Context: an optimization exercise on an open-source flow, tuned for small area. The choices shown serve that exercise and are no tape-out recipe. Function was checked by simulation only, so behaviour that the tests miss may differ from the original. Power figures rest on the tool's default switching activity, not on a simulated workload.

### flow/config.mk
export PLATFORM = sky130hd
export DESIGN_NAME = gshare_btb_predictor
export DESIGN_NICKNAME = gshare_btb_predictor
export VERILOG_FILES = /design/flow/design.v
export SDC_FILE = /design/flow/constraint.sdc
export NUM_CORES = 4
export LEC_CHECK = 0
export CAP_MARGIN = 20
export CORE_MARGIN = 2
export CORE_UTILIZATION = 40
export GPL_TIMING_DRIVEN = 0
export SETUP_SLACK_MARGIN = 0.5
export SLEW_MARGIN = 20
### flow/constraint.sdc
create_clock -name core_clock -period 6.0 [get_ports {clk}]
set_input_delay 1.2000 -clock core_clock [delete_from_list [all_inputs] [get_ports {clk}]]
set_output_delay 1.2000 -clock core_clock [all_outputs]
set_load 0.01 [all_outputs]
### flow/flow/run.sh
#!/bin/bash
set -euo pipefail
cd "$(dirname "$0")/.."
bash standard.sh \
  "BUFFER_PORTS_ARGS=-buffer_cell sky130_fd_sc_hd__buf_1" \
  "CTS_ARGS=-sink_clustering_enable -repair_clock_nets -dont_use_dummy_load -buf_list {sky130_fd_sc_hd__clkbuf_4 sky130_fd_sc_hd__clkbuf_8} -root_buf sky130_fd_sc_hd__clkbuf_8 -tree_buf sky130_fd_sc_hd__clkbuf_4 -sink_clustering_buffer sky130_fd_sc_hd__clkbuf_8 -sink_clustering_size 16 -sink_clustering_max_diameter 50" \
  finish > flow_standard.log 2>&1
### flow/design.v
package bp_pkg;
    typedef enum logic [1:0] {
        CTR_SN = 2'b00,
        CTR_WN = 2'b01,
        CTR_WT = 2'b10,
        CTR_ST = 2'b11
    } ctr_t;
endpackage
module sat_counter_table
#(
    parameter int IDX_W = 8
) (
    input  logic             clk,
    input  logic             reset,
    input  logic [IDX_W-1:0] rd_idx,
    output logic             rd_taken,
    input  logic             upd_en,
    input  logic [IDX_W-1:0] upd_idx,
    input  logic             upd_taken
);
    localparam int COL_W = IDX_W / 2;
    localparam int ROW_W = IDX_W - COL_W;
    localparam int ROWS  = 1 << ROW_W;
    localparam int COLS  = 1 << COL_W;
    localparam int DEPTH = 1 << IDX_W;
    logic [DEPTH-1:0] hi, lo;
    logic [ROWS-1:0]  row_ok;
    logic [ROW_W-1:0] upd_row;
    logic [COL_W-1:0] upd_col;
    logic             cur_ok, cur_hi, cur_lo, nxt_hi, nxt_lo;
    assign upd_row = upd_idx[IDX_W-1:COL_W];
    assign upd_col = upd_idx[COL_W-1:0];
    assign rd_taken = hi[rd_idx] & row_ok[rd_idx[IDX_W-1:COL_W]];
    assign cur_ok = row_ok[upd_row];
    assign cur_hi = hi[upd_idx] & cur_ok;
    assign cur_lo = lo[upd_idx] | ~cur_ok;
    assign nxt_hi = (cur_hi & cur_lo) | (cur_hi & upd_taken) | (cur_lo & upd_taken);
    assign nxt_lo = (cur_hi & ~cur_lo) | (cur_hi & upd_taken) | (~cur_lo & upd_taken);
    always_ff @(posedge clk or posedge reset) begin
        if (reset) row_ok <= '0;
        else if (upd_en) row_ok[upd_row] <= 1'b1;
    end
    for (genvar r = 0; r < ROWS; r++) begin : g_row
        for (genvar c = 0; c < COLS; c++) begin : g_col
            always_ff @(posedge clk) begin
                if (upd_en && upd_row == ROW_W'(r) && (upd_col == COL_W'(c) || !row_ok[r])) begin
                    hi[r*COLS+c] <= (upd_col == COL_W'(c)) ? nxt_hi : 1'b0;
                    lo[r*COLS+c] <= (upd_col == COL_W'(c)) ? nxt_lo : 1'b1;
                end
            end
        end
    end
endmodule
module gshare_btb_predictor
#(
    parameter int ENTRIES   = 16,
    parameter int HIST_BITS = 8,
    parameter int PHT_BITS  = 8
) (
    input  logic                 clk,
    input  logic                 reset,
    input  logic                 f_valid,
    input  logic [31:0]          f_pc,
    output logic [31:0]          f_predict_addr,
    output logic                 f_predict_valid,
    output logic                 f_hit,
    output logic [HIST_BITS-1:0] f_ghr,
    input  logic                 d_is_branch,
    input  logic [31:0]          d_pc,
    input  logic [31:0]          d_target_addr,
    input  logic                 x_valid,
    input  logic [31:0]          x_pc,
    input  logic                 x_taken,
    input  logic [HIST_BITS-1:0] x_ghr
);
    localparam int PTR_W = (ENTRIES > 1) ? $clog2(ENTRIES) : 1;
    logic [ENTRIES-1:0]       btb_valid;
    logic                     btb_full;
    logic [31:0]              btb_tag [ENTRIES];
    logic [31:0]              btb_tgt [ENTRIES];
    logic [PTR_W-1:0]         rpl_ptr;
    logic [HIST_BITS-1:0]     ghr;
    logic [ENTRIES-1:0] f_hit_vec;
    logic [ENTRIES-1:0] d_hit_vec;
    logic [ENTRIES-1:0] alloc_vec;
    logic               f_hit_any;
    logic               d_hit_any;
    logic [31:0]        f_tgt;
    logic               rd_taken;
    for (genvar i = 0; i < ENTRIES; i++) begin : g_cmp
        assign f_hit_vec[i] = btb_valid[i] && (btb_tag[i] == f_pc);
        assign d_hit_vec[i] = btb_valid[i] && (btb_tag[i] == d_pc);
        assign alloc_vec[i] = (rpl_ptr == PTR_W'(i));
    end
    always_comb begin
        f_tgt = '0;
        for (int i = 0; i < ENTRIES; i++)
            f_tgt = f_tgt | ({32{f_hit_vec[i]}} & btb_tgt[i]);
    end
    assign f_hit_any = |f_hit_vec;
    assign d_hit_any = |d_hit_vec;
    sat_counter_table #(.IDX_W(PHT_BITS)) u_pht (
        .clk       (clk),
        .reset     (reset),
        .rd_idx    (f_pc[PHT_BITS+1:2] ^ PHT_BITS'(ghr)),
        .rd_taken  (rd_taken),
        .upd_en    (x_valid),
        .upd_idx   (x_pc[PHT_BITS+1:2] ^ PHT_BITS'(x_ghr)),
        .upd_taken (x_taken)
    );
    always_ff @(posedge clk or posedge reset) begin
        if (reset) begin
            f_hit           <= 1'b0;
            f_predict_valid <= 1'b0;
        end else begin
            f_hit           <= f_valid && f_hit_any;
            f_predict_valid <= f_valid && f_hit_any && rd_taken;
        end
    end
    always_ff @(posedge clk or posedge reset) begin
        if (reset) begin
            f_predict_addr  <= '0;
            f_ghr           <= '0;
        end else if (f_valid) begin
            f_predict_addr  <= f_tgt;
            f_ghr           <= ghr;
        end
    end
    for (genvar i = 0; i < ENTRIES; i++) begin : g_ent
        always_ff @(posedge clk) begin
            if (d_is_branch && !d_hit_any && alloc_vec[i])
                btb_tag[i] <= d_pc;
            if (d_is_branch && (d_hit_vec[i] || (!d_hit_any && alloc_vec[i])))
                btb_tgt[i] <= d_target_addr;
        end
    end
    for (genvar i = 0; i < ENTRIES; i++) begin : g_valid
        assign btb_valid[i] = btb_full || (rpl_ptr > PTR_W'(i));
    end
    always_ff @(posedge clk or posedge reset) begin
        if (reset) begin
            btb_full <= 1'b0;
            rpl_ptr  <= '0;
        end else if (d_is_branch && !d_hit_any) begin
            if (rpl_ptr == PTR_W'(ENTRIES - 1)) btb_full <= 1'b1;
            rpl_ptr <= (rpl_ptr == PTR_W'(ENTRIES - 1)) ? '0 : rpl_ptr + PTR_W'(1);
        end
    end
    always_ff @(posedge clk or posedge reset) begin
        if (reset) begin
            ghr <= '0;
        end else if (x_valid) begin
            ghr <= HIST_BITS'({ghr, x_taken});
        end
    end
endmodule
### flow/standard.sh
#!/bin/bash
# synth_recipe.tcl (not shown) runs the flow's synth.tcl, then flattens the netlist and writes it again
# the make line also repeats each setting of config.mk as NAME=value (left out here)
make -C /OpenROAD-flow-scripts/flow DESIGN_CONFIG=/design/flow/config.mk WORK_HOME=/design/flow/orfs CLKGATE_MAP_FILE= SYNTH_SCRIPT=/design/flow/synth_recipe.tcl "${@:-finish}"
==> reports/qor.txt, run 1 <==
sequential-to-total area share from yosys stat: 0.662
crit path DAT: 6580 ps
CP max stage delay: 800 ps
Top Layer Used: met5
non-filler cells, final: 7655
IO Port Bufs: 125
synth top area cells: edfxtp_1, xor2_1, xnor2_1, mux4_2, dfrtp_1
GRT Util Overall: 0.314
placed instance area: 78500 um2
Final setup violation count: 0
startpoint types: input port
Net Count, Synth: 5006
RSZ-0062 raised after global routing: no
worst relative slew slack: 0.176
Worst Slack Setup Final: 399 ps
core area: 180000 um2
RD Place Congestion: 1.02
setup TNS: 0 ps
period utilization: 0.933
Distinct cells, synth: 60
Design Area, Final: 81100 um2
drt pass-1 iters: 6
largest net degree at the start of global routing: 39
WL/cell: 38.6 um
slowest CP cell: buf_1
CP dominant cell by count: buf_2
Ports: 184
ys flop type: edfxtp_1
Initial DRC Count: 8934
Final nets: 5422
pre-CTS WS: -1420 ps
Detail Route Antenna Nets: 0
type of the tightest min-delay check: input port to asynchronous set/reset pin
Final Hold Vio Count: 0
highest clock rate: 179 MHz
met2 routed WL: 131000 um
Post-Route WL: 296000 um
drc violations: 0
max-slew violations: 0
top cell type by total area after synthesis: edfxtp_1
CP Max Fanout: 10
Final min period: 5600 ps
Top Family by Delay on Critical Path: buffers and inverters
Inserted Clock Buffers: 157
Syn Area/Cell: 14.9 um2
final hold slack: 125 ps
Setup CP Type: input port to flip-flop
post-synthesis register bit count: 1607
die height: 429 um
die width: 429 um
Power Dens Cells: 301 nW/um2
CTS tree: built
gr ovfl total: 0
placed cells: 7465
clock-pin slew on the worst setup and hold paths: 100 ps
M1 wire length: 105000 um
data required time at the worst endpoint: 6980 ps
num rows: 156
CTS H-tree depth: 4
Crit. End Element: flip-flop
HPWL Detailed: 197000 um
initial antenna violation count: 23
Layout area overhead: 12.1%
fillers: 16145
Mapped Area: 72400 um2
number of synthesized flops with an enable pin: 1536
Ys Warns: 4
vias: 49632
status: timing/DRC/antenna clean
Post-Syn Instances: 4855
Post-synth top cells: edfxtp_1, xor2_1, xnor2_1
crit-path cells: clkbuf_1, buf_2, xor2_1, nor4_1, nand3_1, nor4_2, buf_2, buf_2, buf_1, a221oi_1, nand3_1, o21ai_0, o21ai_0
peak supply drop: 0.232 mV
Longest Clk Path Bufs: 3
Vias/cell: 6.48
first-pass GRT wire length: 395000 um
clk latency of the worst-skew pair: 1120 ps
worst-margin pin slew: 1240 ps
die area: 184000 um2
Clock Skew: 175 ps
CP bufs+invs: 5
WL met3: 35100 um
Post-synth ARST share: 0.0442
hold_buf cts: 0
Max Cap Viol: 0
post-synth top area share: 0.637
starting density of the core: 0.401
clock sink count: 1607
top-count cell post-synth: edfxtp_1
leakage: 25.7 nW
vias in the first global route: 47862
clock root cell: clkbuf_8
share of layout cells above drive strength 1: 0.145
## kinds of logic after synthesis
| group | count (synthesis) | share of synthesized area |
|---|---|---|
| AND/OR/NAND/NOR | 799 | 0.0578 |
| flip-flops | 1607 | 0.662 |
| adder cells (fa/ha/maj) | 11 | 0.00187 |
| buffers and inverters | 374 | 0.0232 |
| XOR/XNOR | 1049 | 0.127 |
| multiplexers | 269 | 0.0610 |
| AO/OA/AOI/OAI | 746 | 0.0674 |
## placed cells by master, fill, tap and decap left out, types with 14 or more instances in the layout
cell,synthesis,routed
clkbuf_4,0,33
nor4_1,199,187
diode_2,0,16
xor2_1,670,663
buf_2,118,129
buf_16,0,45
buf_12,0,17
a222oi_1,33,33
nand3_1,99,87
a21o_1,16,14
a22oi_1,143,143
nand4_1,174,174
buf_4,6,56
nor2_1,78,52
mux4_2,129,129
edfxtp_1,1536,1536
clkbuf_8,0,141
buf_8,0,17
xnor2_1,378,377
a22o_1,30,30
a221oi_1,43,43
buf_6,14,33
o21ai_0,75,69
nor2_4,0,14
mux2i_1,99,99
inv_1,32,31
clkbuf_2,0,26
nand2_1,193,190
a21oi_1,291,291
dfrtp_1,71,71
buf_1,28,109
mux2_2,37,37
clkbuf_1,176,141
o22ai_1,28,24
## path summary, 6_finish.rpt
| path | cells after the start | slack (ps) | from | end |
|---|---|---|---|---|
| max | 13 | 400 | f_pc[1] | f_predict_addr[24] |
| max in group asynchronous | 3 | 5180 | reset | rpl_ptr[3] |
| min | 2 | 120 | reset | u_pht.row_ok[6] |
| min in group core_clock | 2 | 400 | x_taken | ghr[0] |
| min reg2reg | 1 | 510 | f_predict_addr[9] | f_predict_addr[9] |
| max reg2reg | 15 | 650 | rpl_ptr[1] | btb_tag[3][1] |
## area by class of cell
class | count | area (um2) | share of cell area
Tap cell | 2370 | 2970 | 0.0366
Multi-Input combinational cell | 2874 | 23500 | 0.289
Clock buffer | 157 | 2060 | 0.0254
Buffer | 342 | 1760 | 0.0217
Timing Repair Buffer | 257 | 2800 | 0.0345
Inverter | 32 | 123 | 0.00151
Antenna cell | 16 | 40.0 | 0.000494
Sequential cell | 1607 | 47900 | 0.590
## registers in the layout, indices dropped and copies added, names as in the netlist, 4 cells and up
signal,flops
f_ghr,8
btb_tgt,512
btb_tag,512
u_pht.lo,256
rpl_ptr,4
ghr,8
u_pht.row_ok,16
f_predict_addr,32
u_pht.hi,256
## per-layer routing
| layer | vias to the layer above | track usage |
|---|---|---|
| met4 | 10 | 0.213 |
| met3 | 1018 | 0.0741 |
| met1 | 25178 | 0.397 |
| li1 | 19379 | - |
| met2 | 4047 | 0.478 |
| met5 | - | 0 |
## power by group
| group | leakage [nW] | switching (mW) | internal, mW | total [mW] |
|---|---|---|---|---|
| logic | 9.93 | 3.62 | 1.50 | 5.12 |
| registers | 14.7 | 0.349 | 13.1 | 13.4 |
| clock network | 1.09 | 3.69 | 2.18 | 5.88 |
## stage by stage
stage | utilization | power (mW)
finish | 0.450 | 24.4
global placement | 0.421 | 18.2
floorplan | - | 16.1
detailed placement | 0.435 | 18.5
global route | 0.450 | 24.9
CTS | 0.448 | 24.2
## timing repair
item	CTS	global route
gates resized for setup	49	54
buffers inserted	8	7
setup endpoints to repair	928	723
hold endpoints to repair	0	0
pin swaps	7	2
==> run 2: changes to the inputs <==
--- a/flow/config.mk
+++ b/flow/config.mk
@@ -10,4 +10,3 @@
 export CORE_UTILIZATION = 40
-export GPL_TIMING_DRIVEN = 0
-export SETUP_SLACK_MARGIN = 0.5
+export SETUP_SLACK_MARGIN = 0.3
 export SLEW_MARGIN = 20
==> run 2 against run 1 <==
- non-clock buffer count shrank 72
- combinational power is 12% lower
- power decreased by 2.0%
- core utilization decreased by 0.21 points
- area after synthesis unchanged
- sequential share of layout area is 0.28 points higher
- count of clock-buffer cells in the layout up 4
- critical endpoint is now btb_tgt[10][17]
==> reports/qor.txt, run 2 <==
worst-margin pin slew: 1130 ps (-104 ps)
data required time at the worst endpoint: 6660 ps (-320 ps)
Core Util, Final: 0.448 (-0.00211)
R2R Setup Slk: 1070 ps (+420 ps)
Longest Clk Path Bufs: 3 (unchanged)
Distinct cells, synth: 60 (unchanged)
top cell type by total area after synthesis: edfxtp_1
CP Launch Point: rpl_ptr[1]
gr ovfl total: 0 (unchanged)
hold_buf cts: 0 (unchanged)
Final nets: 5354 (-1.3%)
Clock Skew: 229 ps (+54.3 ps)
Vias/cell: 6.14 (-5.4%)
non-filler cells, final: 7584 (-0.93%)
CTS tree: built
CTS H-tree depth: 4 (unchanged)
share of layout cells above drive strength 1: 0.160 (+0.0152)
Initial DRC Count: 5750 (-36%)
Setup CP Type: flip-flop to flip-flop
commonest non-fill, non-tap cells in the layout: edfxtp_1, xor2_1, xnor2_1
clock sink count: 1607 (unchanged)
Post-Route WL: 248000 um (-16%)
status: timing/DRC/antenna clean
starting density of the core: 0.401 (unchanged)
Crit. End Element: flip-flop
die height: 429 um (unchanged)
Power Dens Cells: 296 nW/um2 (-1.6%)
Post-synth top cells: edfxtp_1, xor2_1, xnor2_1
top flop regs: btb_tag (512), btb_tgt (512)
clock-pin slew on the worst setup and hold paths: 100 ps (about the same)
crit path DAT: 5590 ps (-990 ps)
Top Family by Delay on Critical Path: simple AND/OR/NAND/NOR gates
slowest CP cell: buf_4
initial antenna violation count: 13 (-43%)
first-pass GRT wire length: 346000 um (-12%)
crit-path cells: inv_1, ha_1, nor2_1, a31oi_1, or4_1, nand4_1, nor4_1, nand2_1, nor4_2, buf_4, nand3_1, o21ai_4, buf_4
commonest non-fill, non-tap cell in the layout: edfxtp_1
CP bufs+invs: 3 (-2)
num rows: 156 (unchanged)
leakage: 25.9 nW (+0.60%)
RSZ-0062 raised after global routing: no
drt pass-1 iters: 8 (+2)
type of the tightest min-delay check: input port to asynchronous set/reset pin
post-synth top area share: 0.637 (unchanged)
period utilization: 0.822 (-0.111)
RD Place Congestion: 0.929 (-9.2%)
clock root cell: clkbuf_8
largest net degree at the start of global routing: 47 (+21%)
Ys Warns: 4 (unchanged)
Post-CTS Setup Inserts: 0 (-8)
Syn Area/Cell: 14.9 um2 (unchanged)
placed cells: 7410 (-0.74%)
Ports: 184 (unchanged)
startpoint types: flip-flop
HPWL Detailed: 158000 um (-20%)
IO Port Bufs: 159 (+27%)
R2R Path Start: rpl_ptr[1]
CTS resizes: 0 (-100%)
vias in the first global route: 46006 (-3.9%)
clk latency of the worst-skew pair: 1120 ps (about the same)
post-synthesis register bit count: 1607 (unchanged)
peak supply drop: 0.211 mV (-9.1%)
WL/cell: 32.7 um (-15%)
max-slew violations: 0 (unchanged)
ys flop type: edfxtp_1
worst relative slew slack: 0.245 (+0.0692)
Net Count, Synth: 5006 (unchanged)
core area: 180000 um2 (unchanged)
Layout area overhead: 11.6%
Inserted Clock Buffers: 161 (+2.5%)
number of synthesized flops with an enable pin: 1536 (unchanged)
CP max stage delay: 570 ps (-230 ps)
Post-Syn Instances: 4855 (unchanged)
GRT Util Overall: 0.263 (-0.0504)
sequential-to-total area share from yosys stat: 0.662 (unchanged)
die width: 429 um (unchanged)
synth top area cells: edfxtp_1, xor2_1, xnor2_1, mux4_2, dfrtp_1
Final setup violation count: 0 (unchanged)
Final Hold Vio Count: 0 (unchanged)
drc violations: 0 (unchanged)
final hold slack: 119 ps (-5.42 ps)
Detail Route Antenna Nets: 0 (unchanged)
CP Max Fanout: 32 (+22)
CP dominant cell by count: buf_4
Final min period: 4930 ps (-669 ps)
Post-synth ARST share: 0.0442 (unchanged)
top-count cell post-synth: edfxtp_1
vias: 46536 (-6.2%)
Mapped Area: 72400 um2 (unchanged)
die area: 184000 um2 (unchanged)
highest clock rate: 203 MHz (+14%)
Max Cap Viol: 0 (unchanged)
-- run 2: cell counts after synthesis --
No cell type changed its count.
-- run 2: worst paths after layout --
path | end | depth (start not counted)
max | btb_tgt[10][17] | 13
min | f_hit | 2
max reg2reg | btb_tgt[10][17] | 13
min reg2reg | f_predict_addr[20] | 1
max in group asynchronous | rpl_ptr[2] | 3
min in group core_clock | f_predict_addr[20] | 1
-- run 2: routing by layer --
layer  global-route usage  routed length (um)  vias to the layer above
li1                     -                   -                    19222
met1                0.350               96000                    24047
met2                0.429              118000                     2749
met3               0.0463               23200                      510
met4                0.103               10400                        8
met5                    0                  51                        -
-- run 2: layout make-up --
| class | instances | area [um2] |
|---|---|---|
| fillers | 16140 | 99600 |
| multi-input cells | 2874 | 23300 |
| inverters | 32 | 123 |
| well taps | 2370 | 2970 |
| repair buffers | 527 | 4300 |
| diodes | 13 | 32.5 |
| clock buffers | 161 | 2120 |
| flip-flops and latches | 1607 | 47900 |
-- run 2: through the flow --
step / power, mW / cell area, um2 / setup slack, ps / TNS [ps]
finish: 23.9 / 80700 / 1070 / 0
global route: 24.6 / 80700 / 996 / 0
CTS: 23.9 / 80700 / 1160 / 0
detailed placement: 18.2 / 78600 / 429 / 0
global placement: 18.1 / 78600 / 419 / 0
floorplan: 16.1 / 72400 / -265 / -51880
-- run 2: kinds of logic (layout without fill, tap and decap cells) --
kind of cell,count (synthesis),after routing,synth area share
flip-flops,1607,1607,0.662
AO/OA/AOI/OAI,746,746,0.0674
buffers and inverters,374,720,0.0232
AND/OR/NAND/NOR,799,799,0.0578
other,0,13,0
adder cells (fa/ha/maj),11,11,0.00187
XOR/XNOR,1049,1049,0.127
multiplexers,269,269,0.0610
-- run 2: where the power goes --
group	switching (mW)	internal [mW]
sequential	0.439	13.1
combinational	3.05	1.48
clock	3.64	2.24
-- run 2: worst reg2reg max path, stage by stage, from the launching register on --
cell and delay, ps:
dfrtp_1 510, inv_1 250, ha_1 250, nor2_1 100, a31oi_1 480, or4_1 410
nand4_1 170, nor4_1 320, nand2_1 100, nor4_2 540, buf_4 260, nand3_1 320
o21ai_4 230, buf_4 570
==> run 3: changes to the inputs <==
==> flow/flow/run.sh (replaced) <==
#!/bin/bash
set -euo pipefail
cd "$(dirname "$0")/.."
bash standard.sh \
  "BUFFER_PORTS_ARGS=-buffer_cell sky130_fd_sc_hd__buf_1" \
  "CTS_ARGS=-sink_clustering_enable -repair_clock_nets -dont_use_dummy_load -buf_list {sky130_fd_sc_hd__clkbuf_4 sky130_fd_sc_hd__clkbuf_8} -root_buf sky130_fd_sc_hd__clkbuf_8 -tree_buf sky130_fd_sc_hd__clkbuf_4 -sink_clustering_buffer sky130_fd_sc_hd__clkbuf_8 -sink_clustering_size 18 -sink_clustering_max_diameter 50" \
  finish > flow_standard.log 2>&1
==> run 3 against run 2 <==
- still clean on timing, DRC and antenna
- setup slack better by 57 ps
- fmax grew 1.2%
- power barely moved
- combinational power is essentially flat
- area after synthesis did not move
- sequential power about the same
- global-route usage hardly changed
- first-iteration DRC count about the same
- final cell count barely moved
- die area is the same
- synthesized cell count did not move
- flip-flop and latch count is the same
- largest cell class unchanged
==> reports/qor.txt, run 3 <==
post-synth top area share: 0.637 (unchanged)
synth top area cells: edfxtp_1, xor2_1, xnor2_1, mux4_2, dfrtp_1
Final min period: 4880 ps (-57.0 ps)
Core Util, Final: 0.448 (about the same)
Vias/cell: 6.13 (-0.16%)
HPWL Detailed: 158000 um (unchanged)
Post-CTS Setup Inserts: 0 (unchanged)
Post-synth top cells: edfxtp_1, xor2_1, xnor2_1
Crit. End Element: flip-flop
Initial DRC Count: 5753 (+0.052%)
clock root cell: clkbuf_8
initial antenna violation count: 13 (unchanged)
gr ovfl total: 0 (unchanged)
main combinational cell family by area after synthesis: XOR/XNOR gates
RR Endpoint: btb_tgt[10][29]
Worst Slack Setup Final: 1120 ps (+57.0 ps)
vias: 46442 (-0.20%)
Final nets: 5354 (unchanged)
post-synthesis register bit count: 1607 (unchanged)
crit path DAT: 5490 ps (-100 ps)
status: timing/DRC/antenna clean
Max Cap Viol: 0 (unchanged)
number of synthesized flops with an enable pin: 1536 (unchanged)
Post-synth ARST share: 0.0442 (unchanged)
mux share of post-synthesis cell area: 0.0610 (unchanged)
CTS tree: built
Synth Area in Adders: 0.00187 (unchanged)
R2R Setup Slk: 1120 ps (+60 ps)
starting density of the core: 0.401 (unchanged)
reg2reg path depth: 13 (unchanged)
worst-margin pin slew: 1090 ps (-47.2 ps)
data required time at the worst endpoint: 6620 ps (-40 ps)
RD Place Congestion: 0.929 (unchanged)
first-pass GRT wire length: 346000 um (about the same)
pre-CTS WS: 429 ps (unchanged)
Reg power frac: 0.565 (about the same)
Net Sw Power: 7.13 mW (about the same)
Power Dens Cells: 296 nW/um2 (about the same)
Final setup violation count: 0 (unchanged)
CTS resizes: 0 (unchanged)
commonest non-fill, non-tap cell in the layout: edfxtp_1
Ys Warns: 4 (unchanged)
peak supply drop: 0.199 mV (-5.5%)
sequential-to-total area share from yosys stat: 0.662 (unchanged)
top cell type by total area after synthesis: edfxtp_1
met1 usage: 0.349 (about the same)
sw frac: 0.298 (about the same)
top flop regs: btb_tag (512), btb_tgt (512)
CP Max Fanout: 32 (unchanged)
type of the tightest min-delay check: input port to asynchronous set/reset pin
Setup CP Type: flip-flop to flip-flop
Most Crowded Layer GR: met2
vias in the first global route: 46076 (+0.15%)
Inserted Clock Buffers: 161 (unchanged)
post-synthesis xor/xnor area fraction: 0.127 (unchanged)
CTS H-tree depth: 4 (unchanged)
largest net degree at the start of global routing: 47 (unchanged)
max-slew violations: 0 (unchanged)
Internal Power: 16.8 mW (about the same)
Layout area overhead: 11.5% (about the same)
fillers: 16144 (+0.025%)
Net Count, Synth: 5006 (unchanged)
worst relative slew slack: 0.258 (+0.0128)
die area: 184000 um2 (unchanged)
RSZ-0062 raised after global routing: no
WL/cell: 32.6 um (-0.18%)
die height: 429 um (unchanged)
M3 GR Usage: 0.0491 (+0.00278)
Post-Synth Simple-Gate Area: 0.0578 (unchanged)
Final Hold Vio Count: 0 (unchanged)
Post-Syn Instances: 4855 (unchanged)
ys flop type: edfxtp_1
Clk pwr share: 0.246 (about the same)
IO Port Bufs: 159 (unchanged)
hold_buf cts: 0 (unchanged)
Ports: 184 (unchanged)
share of layout cells above drive strength 1: 0.160 (unchanged)
clock sink count: 1607 (unchanged)
met2 GRT Util: 0.426 (-0.00305)
leakage: 25.9 nW (about the same)
Mapped Area: 72400 um2 (unchanged)
clock-pin slew on the worst setup and hold paths: 90 ps (about the same)
R2R Path Start: rpl_ptr[1]
Comb pwr share: 0.189 (about the same)
drc violations: 0 (unchanged)
Distinct cells, synth: 60 (unchanged)
Synth Area in Compound Gates: 0.0674 (unchanged)
commonest non-fill, non-tap cells in the layout: edfxtp_1, xor2_1, xnor2_1
GRT Util Overall: 0.263 (about the same)
startpoint types: flip-flop
Syn Area/Cell: 14.9 um2 (unchanged)
clk latency of the worst-skew pair: 1120 ps (about the same)
Post-Route WL: 247000 um (-0.21%)
core area: 180000 um2 (unchanged)
top-count cell post-synth: edfxtp_1
Clock Skew: 265 ps (+35.3 ps)
num rows: 156 (unchanged)
Detail Route Antenna Nets: 0 (unchanged)
drt pass-1 iters: 7 (-1)
Longest Clk Path Bufs: 3 (unchanged)
highest clock rate: 205 MHz (+1.2%)
period utilization: 0.813 (-0.00950)
die width: 429 um (unchanged)
## run 3: kinds of logic after synthesis
family          count (synthesis)
simple gates                  799
fa+ha+maj                      11
flops                        1607
compound gates                746
xor+xnor                     1049
buf+inv                       374
mux                           269
## run 3: area by class of cell
cell class	instances	area (um2)	area share
Tap cell	2370	2970	0.0367
Sequential cell	1607	47900	0.593
Inverter	32	123	0.00152
Timing Repair Buffer	527	4300	0.0533
Antenna cell	10	25.0	0.000310
Multi-Input combinational cell	2874	23300	0.289
Clock buffer	161	2120	0.0262
## run 3: how the worst max path moves through the flow
stage	from	to	cells after the start
3_3_place_gp	d_pc[22]	btb_tgt[10][3]	14
2_1_floorplan	d_pc[9]	btb_tgt[11][0]	13
5_1_grt	rpl_ptr[1]	btb_tgt[10][17]	13
4_1_cts	rpl_ptr[1]	btb_tgt[10][29]	13
6_report	rpl_ptr[1]	btb_tgt[10][29]	13
3_5_place_dp	x_ghr[0]	u_pht.lo[167]	13
## run 3: stage by stage
stage	setup TNS [ps]	instances	cell area, um2	hold WS, ps	total power [mW]
floorplan	-51880	4855	72400	519	16.1
global placement	0	7410	78600	492	18.1
detailed placement	0	7410	78600	498	18.2
CTS	0	7571	80700	86.2	23.9
global route	0	7581	80700	137	24.6
finish	0	7581	80700	163	23.9
## run 3: per-layer routing
| layer | vias to the layer above | share of wire |
|---|---|---|
| met5 | - | 0.00021 |
| met3 | 535 | 0.091 |
| li1 | 19235 | - |
| met2 | 2669 | 0.47 |
| met4 | 8 | 0.042 |
| met1 | 23995 | 0.39 |
## run 3: power groups by stage
stage	combinational [mW]	clock (mW)	sequential, mW
floorplan	2.46	0	13.6
global placement	4.41	0	13.7
detailed placement	4.42	0	13.8
CTS	4.44	5.94	13.5
global route	4.69	6.32	13.6
finish	4.52	5.88	13.5
## run 3: worst max-delay path, cell delays in order (launching register included)
cell and delay, ps:
dfrtp_1 510, inv_1 260, ha_1 250, nor2_1 90, a31oi_1 460, or4_1 380, nand4_1 150, nor4_1 310
nand2_1 100, nor4_2 540, buf_4 260, nand3_1 310, o21ai_4 230, buf_4 580

[static timing again, ports no longer ideal]
No port has a modelled driver above. Below, the same layouts with a new extraction and two added sets of constraints. Step 1 sets driving cells, clkbuf_16 on the clock port and buf_2 on the other inputs (assumed; they add their load-dependent delay and slew). Step 2 times the ports against the registers' clock, not the clock port: input delays grow and output delays shrink by t, the midpoint of the rising clock arrivals with the driver on. Three values: ideal, step 1, step 2; two values: the first two.
| run | t, ns | setup WS [ns] | worst setup path after step 2 | latest minus earliest clock arrival (ns) | pins driven straight from the clock port |
|---|---|---|---|---|---|
| run 1 | 1.104 | 0.399 / 0.451 / -0.653 | input to register | 0.196 / 0.196 | 1 |
| run 2 | 1.090 | 1.068 / 1.068 / 0.253 | input to register | 0.239 / 0.240 | 1 |
| run 3 | 1.066 | 1.125 / 1.125 / 0.225 | input to register | 0.285 / 0.285 | 1 |
With both steps, setup timing fails in run 1, where it was met with ideal ports. For run 1, which loses most, drivers alone change the setup slack by +0.052 ns; drivers and shift together by -1.052 ns.
